This is an optimization exercise on Yosys and OpenROAD, whose aim is small area, not a production implementation.
Only simulation tests tie the RTL to the original design; equivalence was not proved.
Power is estimated from default activity; no workload was simulated.

==> flow/design.v (excerpt) <==
module reg_file_mp #(
   parameter int XLEN     = 32,
   parameter int DEPTH    = 32,
   parameter int NRD      = 2,
   parameter bit BYPASS   = 1'b1,
   parameter bit ZERO_REG = 1'b1,
   parameter int AW       = $clog2(DEPTH)
) (
   input  logic                 clk,
   input  logic                 rst,
   input  logic [NRD*AW-1:0]    rd_addr,
   output logic [NRD*XLEN-1:0]  rd_data,
   output logic [NRD-1:0]       rd_pend,
   input  logic                 wr_en,
   input  logic [AW-1:0]        wr_addr,
   input  logic [XLEN-1:0]      wr_data,
   input  logic                 iss_en,
   input  logic [AW-1:0]        iss_addr,
   input  logic                 clr_req,
   output logic                 clr_busy
);
Settings: LEC_CHECK=0, CAP_MARGIN=20, CELL_PAD_IN_SITES_DETAIL_PLACEMENT=1, CELL_PAD_IN_SITES_GLOBAL_PLACEMENT=1, CORE_MARGIN=2, CORE_UTILIZATION=45, CTS_BUF_LIST=sky130_fd_sc_hd__clkbuf_16, CTS_CLUSTER_DIAMETER=80, CTS_CLUSTER_SIZE=24, SLEW_MARGIN=20, SYNTH_HIERARCHICAL=1, SYNTH_MINIMUM_KEEP_SIZE=0; clock period 5.0 ns.
standard.sh (not shown) runs the stock make flow with config.mk's settings and CLKGATE_MAP_FILE= SYNTH_SCRIPT=/design/flow/synth_recipe.tcl, a recipe that flattens the netlist after the stock synthesis.
==> flow/flow/run.sh <==
#!/bin/bash
# The standard layout, with the port buffers made from the smallest buffer
# (sky130_fd_sc_hd__buf_1) instead of the cell buffer_ports picks by itself.
# Timing repair still resizes any port buffer that needs more drive.
set -euo pipefail
bash standard.sh "BUFFER_PORTS_ARGS=-buffer_cell sky130_fd_sc_hd__buf_1" finish > standard.log 2>&1
Then changed:
CELL_PAD_IN_SITES_DETAIL_PLACEMENT = unset   (was 1)
CELL_PAD_IN_SITES_GLOBAL_PLACEMENT = unset   (was 1)
CORE_UTILIZATION = 55   (was 45)
CTS_CLUSTER_DIAMETER = 100   (was 80)
CTS_CLUSTER_SIZE = 30   (was 24)
Outcome: Synthesized area does not change; setup slack loses 0.095 ns; global-route usage came out higher by 5.5 points.
Then changed:
==> flow/run.sh (new file) <==
#!/bin/bash
# synth_recipe.tcl (not shown) runs the flow's synth.tcl, then flattens the netlist and writes it again
# the make line also repeats each setting of config.mk as NAME=value (left out here)
make -C /OpenROAD-flow-scripts/flow DESIGN_CONFIG=/design/flow/config.mk WORK_HOME=/design/flow/orfs CLKGATE_MAP_FILE= SYNTH_SCRIPT=/design/flow/synth_recipe.tcl finish
CTS_BUF_LIST = unset   (was sky130_fd_sc_hd__clkbuf_16)
CTS_CLUSTER_DIAMETER = unset   (was 100)
CTS_CLUSTER_SIZE = unset   (was 30)
removed: flow/flow/run.sh
removed: flow/standard.sh
What happened: This time the run reached the layout checks and failed them: negative setup slack; synthesized area stays the same; setup slack degrades by 0.46 ns; synthesized cell count stays the same.


reg_file_mp again, from the RTL that the note above started with.
// reg_file_mp
module reg_file_mp #(
   parameter int XLEN     = 32,
   parameter int DEPTH    = 32,
   parameter int NRD      = 2,
   parameter bit BYPASS   = 1'b1,
   parameter bit ZERO_REG = 1'b1,
   parameter int AW       = $clog2(DEPTH)
) (
   input  logic                 clk,
   input  logic                 rst,
   input  logic [NRD*AW-1:0]    rd_addr,
   output logic [NRD*XLEN-1:0]  rd_data,
   output logic [NRD-1:0]       rd_pend,
   input  logic                 wr_en,
   input  logic [AW-1:0]        wr_addr,
   input  logic [XLEN-1:0]      wr_data,
   input  logic                 iss_en,
   input  logic [AW-1:0]        iss_addr,
   input  logic                 clr_req,
   output logic                 clr_busy
);
==> flow/config.mk <==
export PLATFORM = sky130hd
export DESIGN_NAME = reg_file_mp
export DESIGN_NICKNAME = reg_file_mp
export VERILOG_FILES = /design/flow/design.v
export SDC_FILE = /design/flow/constraint.sdc
export NUM_CORES = 4
export LEC_CHECK = 0
export CAP_MARGIN = 20
export CORE_MARGIN = 2
export CORE_UTILIZATION = 55
export CTS_BUF_LIST = sky130_fd_sc_hd__clkbuf_16
export CTS_CLUSTER_DIAMETER = 80
export CTS_CLUSTER_SIZE = 24
export SLEW_MARGIN = 20
export SYNTH_HIERARCHICAL = 1
export SYNTH_MINIMUM_KEEP_SIZE = 0
==> flow/constraint.sdc <==
create_clock -name core_clock -period 5.0 [get_ports {clk}]
set_input_delay 1.0000 -clock core_clock [delete_from_list [all_inputs] [get_ports {clk}]]
set_output_delay 1.0000 -clock core_clock [all_outputs]
set_load 0.01 [all_outputs]
==> flow/flow/run.sh <==
#!/bin/bash
# The standard layout, with the port buffers made from the smallest buffer
# (sky130_fd_sc_hd__buf_1) instead of the cell buffer_ports picks by itself.
# Timing repair still resizes any port buffer that needs more drive.
set -euo pipefail
bash standard.sh "BUFFER_PORTS_ARGS=-buffer_cell sky130_fd_sc_hd__buf_1" finish > standard.log 2>&1
Change:
==> flow/run.sh (new file) <==
#!/bin/bash
# synth_recipe.tcl (not shown) runs the flow's synth.tcl, then flattens the netlist and writes it again
# the make line also repeats each setting of config.mk as NAME=value (left out here)
make -C /OpenROAD-flow-scripts/flow DESIGN_CONFIG=/design/flow/config.mk WORK_HOME=/design/flow/orfs CLKGATE_MAP_FILE= SYNTH_SCRIPT=/design/flow/synth_recipe.tcl finish
CTS_CLUSTER_DIAMETER = 100   (was 80)
CTS_CLUSTER_SIZE = 30   (was 24)
removed: flow/flow/run.sh
removed: flow/standard.sh
With this change the flow finished but failed the layout checks on negative setup slack.
Routed wire length increases slightly.
Clock-buffer cell count goes down by 12.
Setup slack degrades by 0.48 ns.
Global-route usage climbs by 0.13 points.
Clock skew rose by 0.015 ns.
Final area rises slightly.
Utilization climbs by 0.54 points.
Power drops by a few percent.
Critical path depth rose by 1.
Die area is unchanged.
Non-clock buffer count goes down by 24.

==> what the ideal ports hide <==
In the flow no input, the clock included, has a driving cell. The finished layouts below were timed again as built, in two steps.
Step 1, drivers: a clkbuf_16 drives clk and a buf_2 each remaining input, both assumed.
Step 2, shift: input delay + t, output delay - t, t = (earliest + latest rising clock arrival at the registers) / 2. This alone moves slack from input paths to output paths.
a / b / c = no drivers / after step 1 / after step 2; a / b = the first two.
run	shift t [ns]	setup WS [ns]	latest minus earliest clock arrival (ns)
the first run of note 1	0.748	0.482 / 0.414 / 1.162	0.035 / 0.035
the second run of note 1	0.716	0.387 / 0.315 / 1.032	0.035 / 0.035
the third run of note 1	0.752	-0.068 / -0.142 / 0.609	0.031 / 0.031
the first run of note 2	0.714	0.416 / 0.345 / 1.059	0.025 / 0.026
the second run of note 2	0.717	-0.069 / -0.143 / 0.574	0.037 / 0.036
